What follows belongs to an exercise in optimizing a design on an open flow for small area; a production flow would make more cautious choices.
In this exercise RTL edits were held to simulation tests only and were not proved equivalent to the original.
Power and IR drop assume default switching activity.

==> run a: inputs <==
Design touch_sample_filter, start of the top module:
module touch_sample_filter
(
	input  logic                  clk,
	input  logic                  arst_n,
	input  logic                  cfg_we,
	input  logic [tsf_pkg::CFG_IDX_W-1:0]  cfg_index,
	input  logic [tsf_pkg::CFG_DATA_W-1:0] cfg_wdata,
	input  logic                  in_valid,
	output logic                  in_ready,
	input  logic [tsf_pkg::TIME_W-1:0]     now_ms,
	input  logic [tsf_pkg::ADC_W-1:0]      press_a,
	input  logic [tsf_pkg::ADC_W-1:0]      press_b,
	input  logic [tsf_pkg::ADC_W-1:0]      x_first,
	input  logic [tsf_pkg::ADC_W-1:0]      x_second,
	input  logic [tsf_pkg::ADC_W-1:0]      x_third,
	input  logic [tsf_pkg::ADC_W-1:0]      y_first,
	input  logic [tsf_pkg::ADC_W-1:0]      y_second,
	input  logic [tsf_pkg::ADC_W-1:0]      y_third,
	output logic                  out_valid,
	input  logic                  out_ready,
	output logic                  sampled,
	output logic                  touched,
	output logic [tsf_pkg::ADC_W-1:0]      pos_x,
	output logic [tsf_pkg::ADC_W-1:0]      pos_y,
	output logic [tsf_pkg::PRESS_W-1:0]    pressure
);
export LEC_CHECK = 0
export CAP_MARGIN = 20
export CORE_MARGIN = 2
export CORE_UTILIZATION = 40
export SLEW_MARGIN = 20
create_clock -name core_clock -period 12.0 [get_ports {clk}]
standard.sh (not shown) runs the stock make flow with config.mk's settings and CLKGATE_MAP_FILE= SYNTH_SCRIPT=/design/flow/synth_recipe.tcl, a recipe that flattens the netlist after the stock synthesis.
==> flow/flow/run.sh <==
#!/bin/bash
# Standard layout (standard.sh), with these changes:
#  - synthesis maps the combinational logic with an area-oriented ABC script
#    and extracts full adders only inside the adder module
#    (flow/synth_recipe_area.tcl); registers are inferred exactly as in the
#    standard synthesis;
#  - the port buffers use the smallest buffer cell;
#  - clock tree: small clock buffers, small sink clusters, no dummy loads.
set -euo pipefail
W=$PWD
export MY_ABC_SCRIPT=$W/flow/abc_area.script
export BUFFER_PORTS_ARGS="-buffer_cell sky130_fd_sc_hd__buf_1"
export CTS_ARGS="-sink_clustering_enable -repair_clock_nets -dont_use_dummy_load -buf_list {sky130_fd_sc_hd__clkbuf_4 sky130_fd_sc_hd__clkbuf_8} -sink_clustering_size 10"
sed "s#SYNTH_SCRIPT=[^ ]*synth_recipe.tcl#SYNTH_SCRIPT=$W/flow/synth_recipe_area.tcl#" standard.sh > my_standard.sh
grep -q "synth_recipe_area.tcl" my_standard.sh
bash my_standard.sh > standard.log 2>&1
==> flow/flow/abc_area.script <==
strash
balance
dc2
&get -n
&st
&dch
&nf -R 1000
&put
topo
==> flow/flow/synth_recipe_area.tcl <==
# The standard flow's synthesis script (synth_recipe.tcl) with changes to the
# combinational mapping only: full/half adders are extracted only inside the
# tsf_add adder module (kept as its own module until the final flatten), and
# ABC uses an area-oriented script. Registers are inferred and mapped exactly
# as in the standard synthesis.
set ::my_first_synth 1
proc synth {args} {
  if { $::my_first_synth } {
    set ::my_first_synth 0
    yosys setattr -mod -set keep_hierarchy 1 tsf_add
  }
  yosys synth -nofsm -noshare {*}$args
}
proc extract_fa {args} { yosys extract_fa {*}$args tsf_add }
proc abc {args} {
  set i [lsearch -exact $args -script]
  if { $i >= 0 } { lset args [expr {$i + 1}] $::env(MY_ABC_SCRIPT) }
  yosys abc {*}$args
}
source $::env(SCRIPTS_DIR)/synth.tcl
# left out here: clear keep_hierarchy, flatten, clean up, hide names made inside functions, write 1_2_yosys.v
==> run b: changes against run a <==
--- a/flow/design.v
+++ b/flow/design.v
@@ -143,10 +143,18 @@
 				tsf_pkg::REG_MIN_INTERVAL: min_ival_q <= cfg_wdata[tsf_pkg::IVAL_W-1:0];
 				default: ;
 			endcase
 		end
 	end
+	logic fresh_q;
+	always_ff @(posedge clk or negedge arst_n) begin
+		if (!arst_n) begin
+			fresh_q <= 1'b1;
+		end else begin
+			fresh_q <= 1'b0;
+		end
+	end
 	assign in_ready = !out_valid_q || out_ready;
 	assign in_fire  = in_valid && in_ready;
 	localparam int unsigned LO = tsf_pkg::IVAL_W;
 	localparam int unsigned HI = tsf_pkg::TIME_W;
 	logic [LO:0]     el_b;
@@ -167,11 +175,13 @@
 	tsf_cmp #(LO) u_ival (.x(el_lo), .y(min_ival_q), .cin(1'b1), .ge(el_lo_ge));
 	assign pass = !el_hi_zero || el_lo_ge;
 	logic [tsf_pkg::PRESS_W-1:0]   cmp_press;
 	logic                          press_ge;
 	tsf_add u_z (.x(press_a), .y(~press_b), .s(z_val));
-	assign cmp_press = pass ? z_val : held_press_q;
+	logic [tsf_pkg::PRESS_W-1:0]   held_press_now;
+	assign held_press_now = fresh_q ? '0 : held_press_q;
+	assign cmp_press = pass ? z_val : held_press_now;
 	tsf_cmp #(tsf_pkg::PRESS_W) u_thresh (.x(cmp_press), .y(thresh_q), .cin(1'b1), .ge(press_ge));
 	assign light = !press_ge;
 	logic [tsf_pkg::ADC_W-1:0]     mx_ab, mx_ac, mx_bc, my_ab, my_ac, my_bc;
 	logic                          sx_ab, sx_ac, sx_bc, sy_ab, sy_ac, sy_bc;
 	tsf_pair_lane u_lane_x (
@@ -204,37 +214,32 @@
 	assign mean_y = ({tsf_pkg::ADC_W{sy_ab}} & my_ab) | ({tsf_pkg::ADC_W{sy_ac}} & my_ac) |
 	                ({tsf_pkg::ADC_W{sy_bc}} & my_bc);
 	assign rot_x = {tsf_pkg::ADC_W{inv_x && ld_xy}} ^
 		(({tsf_pkg::ADC_W{!swap && ld_xy}} & mean_x) |
 		 ({tsf_pkg::ADC_W{ swap && ld_xy}} & mean_y) |
-		 ({tsf_pkg::ADC_W{!ld_xy}} & held_x_q));
+		 ({tsf_pkg::ADC_W{!ld_xy && !fresh_q}} & held_x_q));
 	assign rot_y = {tsf_pkg::ADC_W{inv_y && ld_xy}} ^
 		(({tsf_pkg::ADC_W{!swap && ld_xy}} & mean_y) |
 		 ({tsf_pkg::ADC_W{ swap && ld_xy}} & mean_x) |
-		 ({tsf_pkg::ADC_W{!ld_xy}} & held_y_q));
-	always_ff @(posedge clk or negedge arst_n) begin
-		if (!arst_n) begin
-			held_press_q <= '0;
-		end else if (in_fire && pass) begin
+		 ({tsf_pkg::ADC_W{!ld_xy && !fresh_q}} & held_y_q));
+	always_ff @(posedge clk) begin
+		if (in_fire && pass) begin
 			held_press_q <= light ? '0 : z_val;
+		end else begin
+			held_press_q <= held_press_now;
 		end
 	end
 	always_ff @(posedge clk or negedge arst_n) begin
 		if (!arst_n) begin
 			last_good_q <= tsf_pkg::RST_LAST_GOOD;
 		end else if (ld_xy) begin
 			last_good_q <= now_ms;
 		end
 	end
-	always_ff @(posedge clk or negedge arst_n) begin
-		if (!arst_n) begin
-			held_x_q    <= '0;
-			held_y_q    <= '0;
-		end else begin
-			held_x_q    <= rot_x;
-			held_y_q    <= rot_y;
-		end
+	always_ff @(posedge clk) begin
+		held_x_q <= rot_x;
+		held_y_q <= rot_y;
 	end
 	always_ff @(posedge clk or negedge arst_n) begin
 		if (!arst_n) begin
 			out_valid_q <= 1'b0;
 		end else if (in_fire) begin
==> flow/flow/run.sh (replaced) <==
#!/bin/bash
# Standard layout (standard.sh), with these changes:
#  - synthesis (flow/synth_recipe_area.tcl) maps the combinational logic for
#    area: adders extracted only in the adder module, and the best of a set
#    of area-oriented ABC scripts; registers are inferred exactly as in the
#    standard synthesis;
#  - the port buffers use the smallest buffer cell;
#  - clock tree: small clock buffers, small sink clusters, no dummy loads.
# Each tool's log is in orfs/logs/; make's output is in standard.log.
set -euo pipefail
W=$PWD
export BUFFER_PORTS_ARGS="-buffer_cell sky130_fd_sc_hd__buf_1"
export CTS_ARGS="-sink_clustering_enable -repair_clock_nets -dont_use_dummy_load -buf_list {sky130_fd_sc_hd__clkbuf_4 sky130_fd_sc_hd__clkbuf_8} -sink_clustering_size 10"
sed "s#SYNTH_SCRIPT=[^ ]*synth_recipe.tcl#SYNTH_SCRIPT=$W/flow/synth_recipe_area.tcl#" standard.sh > my_standard.sh
grep -q "synth_recipe_area.tcl" my_standard.sh
bash my_standard.sh > standard.log 2>&1
==> flow/flow/synth_recipe_area.tcl (replaced) <==
# The standard flow's synthesis script (synth_recipe.tcl) with changes to the
# combinational mapping only:
#  - full/half adders are extracted only inside the tsf_add adder module,
#    which is kept as its own module until the final flatten;
#  - ABC maps for area: a set of area-oriented scripts (written to the
#    results folder) is tried on the same netlist and the mapping with the
#    smallest cell area is kept.
# Registers are inferred and mapped exactly as in the standard synthesis.
set ::my_first_synth 1
proc synth {args} {
  if { $::my_first_synth } {
    set ::my_first_synth 0
    yosys setattr -mod -set keep_hierarchy 1 tsf_add
  }
  yosys synth -nofsm -noshare {*}$args
}
proc extract_fa {args} { yosys extract_fa {*}$args tsf_add }
# ABC scripts tried: every combination of these pre-passes, choice passes
# and mapping passes
set ::my_abc_pre {
  {strash; balance; dc2}
  {strash; dc2}
  {strash; balance; dc2; balance; dc2}
  {strash; balance; drw; dc2}
  {strash; balance; dc2; dch}
  {}
  {strash; dc2; balance; dc2}
  {strash; balance; rewrite; refactor; balance}
}
set ::my_abc_mid {{&dch} {&dch -f} {&dc2; &dch} {&dch -r}}
set ::my_abc_map {{&nf -R 1000} {&nf -R 1000 -p} {&nf -R 2000 -F 20}}

proc abc {args} {
  set i [lsearch -exact $args -script]
  set libs {}
  foreach lib $::env(LIB_FILES) { lappend libs -liberty $lib }
  yosys design -save my_pre_abc
  set best_area ""
  set best_scr ""
  set n 0
  foreach pre $::my_abc_pre {
    foreach mid $::my_abc_mid {
      foreach map $::my_abc_map {
        incr n
        set scr [format "%s/my_abc_%03d.script" $::env(RESULTS_DIR) $n]
        set fp [open $scr w]
        foreach cmd [concat [split $pre ";"] {{&get -n} {&st}} [split $mid ";"] [list $map] {{&put} {topo}}] {
          set cmd [string trim $cmd]
          if { $cmd != "" } { puts $fp $cmd }
        }
        close $fp
        yosys design -load my_pre_abc
        lset args [expr {$i + 1}] $scr
        yosys abc {*}$args
        yosys tee -q -o $::env(RESULTS_DIR)/my_abc_stat.txt stat -top $::env(DESIGN_NAME) {*}$libs
        set fp [open $::env(RESULTS_DIR)/my_abc_stat.txt r]
        set txt [read $fp]
        close $fp
        set area ""
        regexp {Chip area for top module '[^']*': ([0-9.]+)} $txt -> area
        puts "my_abc: $scr area $area"
        if { $area != "" && ($best_area == "" || $area < $best_area) } {
          set best_area $area
          set best_scr $scr
          yosys design -save my_best_abc
        }
      }
    }
  }
  puts "my_abc: best $best_scr area $best_area"
  yosys design -load my_best_abc
}

source $::env(SCRIPTS_DIR)/synth.tcl
# left out here: clear keep_hierarchy, flatten, clean up, hide names made inside functions, write 1_2_yosys.v
removed: flow/flow/abc_area.script
==> run c: changes against run a <==
--- a/flow/design.v
+++ b/flow/design.v
@@ -143,10 +143,18 @@
 				tsf_pkg::REG_MIN_INTERVAL: min_ival_q <= cfg_wdata[tsf_pkg::IVAL_W-1:0];
 				default: ;
 			endcase
 		end
 	end
+	logic fresh_q;
+	always_ff @(posedge clk or negedge arst_n) begin
+		if (!arst_n) begin
+			fresh_q <= 1'b1;
+		end else begin
+			fresh_q <= 1'b0;
+		end
+	end
 	assign in_ready = !out_valid_q || out_ready;
 	assign in_fire  = in_valid && in_ready;
 	localparam int unsigned LO = tsf_pkg::IVAL_W;
 	localparam int unsigned HI = tsf_pkg::TIME_W;
 	logic [LO:0]     el_b;
@@ -167,11 +175,13 @@
 	tsf_cmp #(LO) u_ival (.x(el_lo), .y(min_ival_q), .cin(1'b1), .ge(el_lo_ge));
 	assign pass = !el_hi_zero || el_lo_ge;
 	logic [tsf_pkg::PRESS_W-1:0]   cmp_press;
 	logic                          press_ge;
 	tsf_add u_z (.x(press_a), .y(~press_b), .s(z_val));
-	assign cmp_press = pass ? z_val : held_press_q;
+	logic [tsf_pkg::PRESS_W-1:0]   held_press_now;
+	assign held_press_now = fresh_q ? '0 : held_press_q;
+	assign cmp_press = pass ? z_val : held_press_now;
 	tsf_cmp #(tsf_pkg::PRESS_W) u_thresh (.x(cmp_press), .y(thresh_q), .cin(1'b1), .ge(press_ge));
 	assign light = !press_ge;
 	logic [tsf_pkg::ADC_W-1:0]     mx_ab, mx_ac, mx_bc, my_ab, my_ac, my_bc;
 	logic                          sx_ab, sx_ac, sx_bc, sy_ab, sy_ac, sy_bc;
 	tsf_pair_lane u_lane_x (
@@ -204,37 +214,32 @@
 	assign mean_y = ({tsf_pkg::ADC_W{sy_ab}} & my_ab) | ({tsf_pkg::ADC_W{sy_ac}} & my_ac) |
 	                ({tsf_pkg::ADC_W{sy_bc}} & my_bc);
 	assign rot_x = {tsf_pkg::ADC_W{inv_x && ld_xy}} ^
 		(({tsf_pkg::ADC_W{!swap && ld_xy}} & mean_x) |
 		 ({tsf_pkg::ADC_W{ swap && ld_xy}} & mean_y) |
-		 ({tsf_pkg::ADC_W{!ld_xy}} & held_x_q));
+		 ({tsf_pkg::ADC_W{!ld_xy && !fresh_q}} & held_x_q));
 	assign rot_y = {tsf_pkg::ADC_W{inv_y && ld_xy}} ^
 		(({tsf_pkg::ADC_W{!swap && ld_xy}} & mean_y) |
 		 ({tsf_pkg::ADC_W{ swap && ld_xy}} & mean_x) |
-		 ({tsf_pkg::ADC_W{!ld_xy}} & held_y_q));
-	always_ff @(posedge clk or negedge arst_n) begin
-		if (!arst_n) begin
-			held_press_q <= '0;
-		end else if (in_fire && pass) begin
+		 ({tsf_pkg::ADC_W{!ld_xy && !fresh_q}} & held_y_q));
+	always_ff @(posedge clk) begin
+		if (in_fire && pass) begin
 			held_press_q <= light ? '0 : z_val;
+		end else begin
+			held_press_q <= held_press_now;
 		end
 	end
 	always_ff @(posedge clk or negedge arst_n) begin
 		if (!arst_n) begin
 			last_good_q <= tsf_pkg::RST_LAST_GOOD;
 		end else if (ld_xy) begin
 			last_good_q <= now_ms;
 		end
 	end
-	always_ff @(posedge clk or negedge arst_n) begin
-		if (!arst_n) begin
-			held_x_q    <= '0;
-			held_y_q    <= '0;
-		end else begin
-			held_x_q    <= rot_x;
-			held_y_q    <= rot_y;
-		end
+	always_ff @(posedge clk) begin
+		held_x_q <= rot_x;
+		held_y_q <= rot_y;
 	end
 	always_ff @(posedge clk or negedge arst_n) begin
 		if (!arst_n) begin
 			out_valid_q <= 1'b0;
 		end else if (in_fire) begin
==> flow/flow/run.sh (replaced) <==
#!/bin/bash
# Standard layout (standard.sh), with these changes:
#  - synthesis (flow/synth_recipe_area.tcl) maps the combinational logic for
#    area: adders extracted only in the adder module, and the best of the
#    flow/abc_*.script ABC scripts; registers are inferred exactly as in the
#    standard synthesis;
#  - the port buffers use the smallest buffer cell;
#  - clock tree: small clock buffers, small sink clusters, no dummy loads.
# Each tool's log is in orfs/logs/; make's output is in standard.log.
set -euo pipefail
W=$PWD
export MY_ABC_DIR=$W/flow
export BUFFER_PORTS_ARGS="-buffer_cell sky130_fd_sc_hd__buf_1"
export CTS_ARGS="-sink_clustering_enable -repair_clock_nets -dont_use_dummy_load -buf_list {sky130_fd_sc_hd__clkbuf_16} -sink_clustering_size 30 -sink_clustering_max_diameter 200"
sed "s#SYNTH_SCRIPT=[^ ]*synth_recipe.tcl#SYNTH_SCRIPT=$W/flow/synth_recipe_area.tcl#" standard.sh > my_standard.sh
grep -q "synth_recipe_area.tcl" my_standard.sh
bash my_standard.sh > standard.log 2>&1
==> flow/flow/abc_01.script (new file) <==
&get -n
&st
&dch
&nf -R 1000
&put
topo
==> flow/flow/abc_02.script (new file) <==
&get -n
&st
&dch -f
&nf -R 1000
&put
topo
==> flow/flow/abc_03.script (new file) <==
&get -n
&st
&dc2
&dch
&nf -R 1000
&put
topo
==> flow/flow/abc_04.script (new file) <==
strash
dc2
&get -n
&st
&dch
&nf -R 1000
&put
topo
==> flow/flow/abc_05.script (new file) <==
strash
dc2
&get -n
&st
&dch -f
&nf -R 1000
&put
topo
==> flow/flow/abc_06.script (new file) <==
strash
dc2
&get -n
&st
&dc2
&dch
&nf -R 1000
&put
topo
==> flow/flow/abc_07.script (new file) <==
strash
balance
dc2
&get -n
&st
&dch
&nf -R 1000
&put
topo
==> flow/flow/abc_08.script (new file) <==
strash
balance
dc2
&get -n
&st
&dch -f
&nf -R 1000
&put
topo
==> flow/flow/abc_09.script (new file) <==
strash
balance
dc2
&get -n
&st
&dc2
&dch
&nf -R 1000
&put
topo
==> flow/flow/abc_10.script (new file) <==
strash
balance
rewrite
refactor
balance
&get -n
&st
&dch
&nf -R 1000
&put
topo
==> flow/flow/abc_11.script (new file) <==
strash
balance
rewrite
refactor
balance
&get -n
&st
&dch -f
&nf -R 1000
&put
topo
==> flow/flow/abc_12.script (new file) <==
strash
balance
rewrite
refactor
balance
&get -n
&st
&dc2
&dch
&nf -R 1000
&put
topo
==> flow/flow/abc_13.script (new file) <==
strash
dc2
balance
dc2
&get -n
&st
&dch
&nf -R 1000
&put
topo
==> flow/flow/abc_14.script (new file) <==
&get -n
&st
&dc2
&dch -f
&nf -R 1000
&put
topo
==> flow/flow/synth_recipe_area.tcl (replaced) <==
# The standard flow's synthesis script (synth_recipe.tcl) with changes to the
# combinational mapping only:
#  - full/half adders are extracted only inside the tsf_add adder module,
#    which is kept as its own module until the final flatten;
#  - ABC maps for area: each flow/abc_*.script is tried on the same netlist
#    and the mapping with the smallest cell area is kept.
# Registers are inferred and mapped exactly as in the standard synthesis.
set ::my_first_synth 1
proc synth {args} {
  if { $::my_first_synth } {
    set ::my_first_synth 0
    yosys setattr -mod -set keep_hierarchy 1 tsf_add
  }
  yosys synth -nofsm -noshare {*}$args
}
proc extract_fa {args} { yosys extract_fa {*}$args tsf_add }
proc abc {args} {
  set i [lsearch -exact $args -script]
  set libs {}
  foreach lib $::env(LIB_FILES) { lappend libs -liberty $lib }
  yosys design -save my_pre_abc
  set best_area ""
  set best_scr ""
  foreach scr [lsort [glob $::env(MY_ABC_DIR)/abc_*.script]] {
    yosys design -load my_pre_abc
    lset args [expr {$i + 1}] $scr
    yosys abc {*}$args
    yosys tee -q -o $::env(RESULTS_DIR)/my_abc_stat.txt stat -top $::env(DESIGN_NAME) {*}$libs
    set fp [open $::env(RESULTS_DIR)/my_abc_stat.txt r]
    set txt [read $fp]
    close $fp
    set area ""
    regexp {Chip area for top module '[^']*': ([0-9.]+)} $txt -> area
    puts "my_abc: $scr area $area"
    if { $area != "" && ($best_area == "" || $area < $best_area) } {
      set best_area $area
      set best_scr $scr
      yosys design -save my_best_abc
    }
  }
  puts "my_abc: best $best_scr area $best_area"
  yosys design -load my_best_abc
}
source $::env(SCRIPTS_DIR)/synth.tcl
# left out here: clear keep_hierarchy, flatten, clean up, hide names made inside functions, write 1_2_yosys.v
removed: flow/flow/abc_area.script
==> qor summary <==
item                                                                         run c           run b           run a
Internal power consumption                                                0.879 mW        0.814 mW        0.832 mW
Total die area                                                         0.0210 mm^2     0.0209 mm^2     0.0212 mm^2
Clock latency of the later-clocked register in the worst-skew pair         0.35 ns         0.39 ns         0.38 ns
Share of synthesized cell area in and, or, nand and nor gates                10.4%           9.63%           10.7%
Clock group                                                               0.244 mW        0.174 mW        0.170 mW
Worst setup endpoint                                                   held_y_q[1]    held_y_q[11]     held_x_q[1]
Largest net degree at the start of global routing                               58              58              81
Cell area after synthesis                                             0.00793 mm^2    0.00792 mm^2    0.00801 mm^2
Outcome                                                             finished clean  finished clean  finished clean
Total combinational power                                                 0.758 mW        0.744 mW        0.789 mW
M1 wire length                                                             9650 um         9670 um         9870 um
Power per standard cell area                                           162 mW/mm^2     156 mW/mm^2     160 mW/mm^2
Num sequential                                                                  96              96              95

[separate check: timing with driven ports]
The flow's constraints put no driver on any port. The routed layouts listed below were extracted and timed again, unchanged, in two steps. Step 1 (the two cells are an assumption about what drives the block):
set clk [get_ports {clk}]
set_driving_cell -lib_cell sky130_fd_sc_hd__clkbuf_16 $clk
set_driving_cell -lib_cell sky130_fd_sc_hd__buf_2 [delete_from_list [all_inputs] $clk]
Step 2 also shifts input and output timing later by t, the mid clock arrival at the registers, as if the neighbouring blocks saw the same clock. Three values: no drivers, after step 1, after step 2; two values: the first two.
| run | t (ns) | setup WS [ns] | worst hold slack (ns) | slew at the worst register clock pin (ns) | cell pins on the clock port's net |
|---|---|---|---|---|---|
| run a | 0.400 | 1.753 / 1.772 / 1.372 | 0.472 / 0.472 / 0.472 | 0.11 / 0.11 | 1 |
| run b | 0.398 | 2.339 / 2.354 / 1.956 | 0.470 / 0.470 / 0.470 | 0.12 / 0.12 | 1 |
| run c | 0.381 | 2.043 / 2.067 / 1.687 | 0.479 / 0.479 / 0.479 | 0.07 / 0.07 | 1 |
After both steps setup and hold are still met in every run listed. The setup slack of run b, which loses most, moves by +0.015 ns with the drivers and by -0.383 ns with both steps.
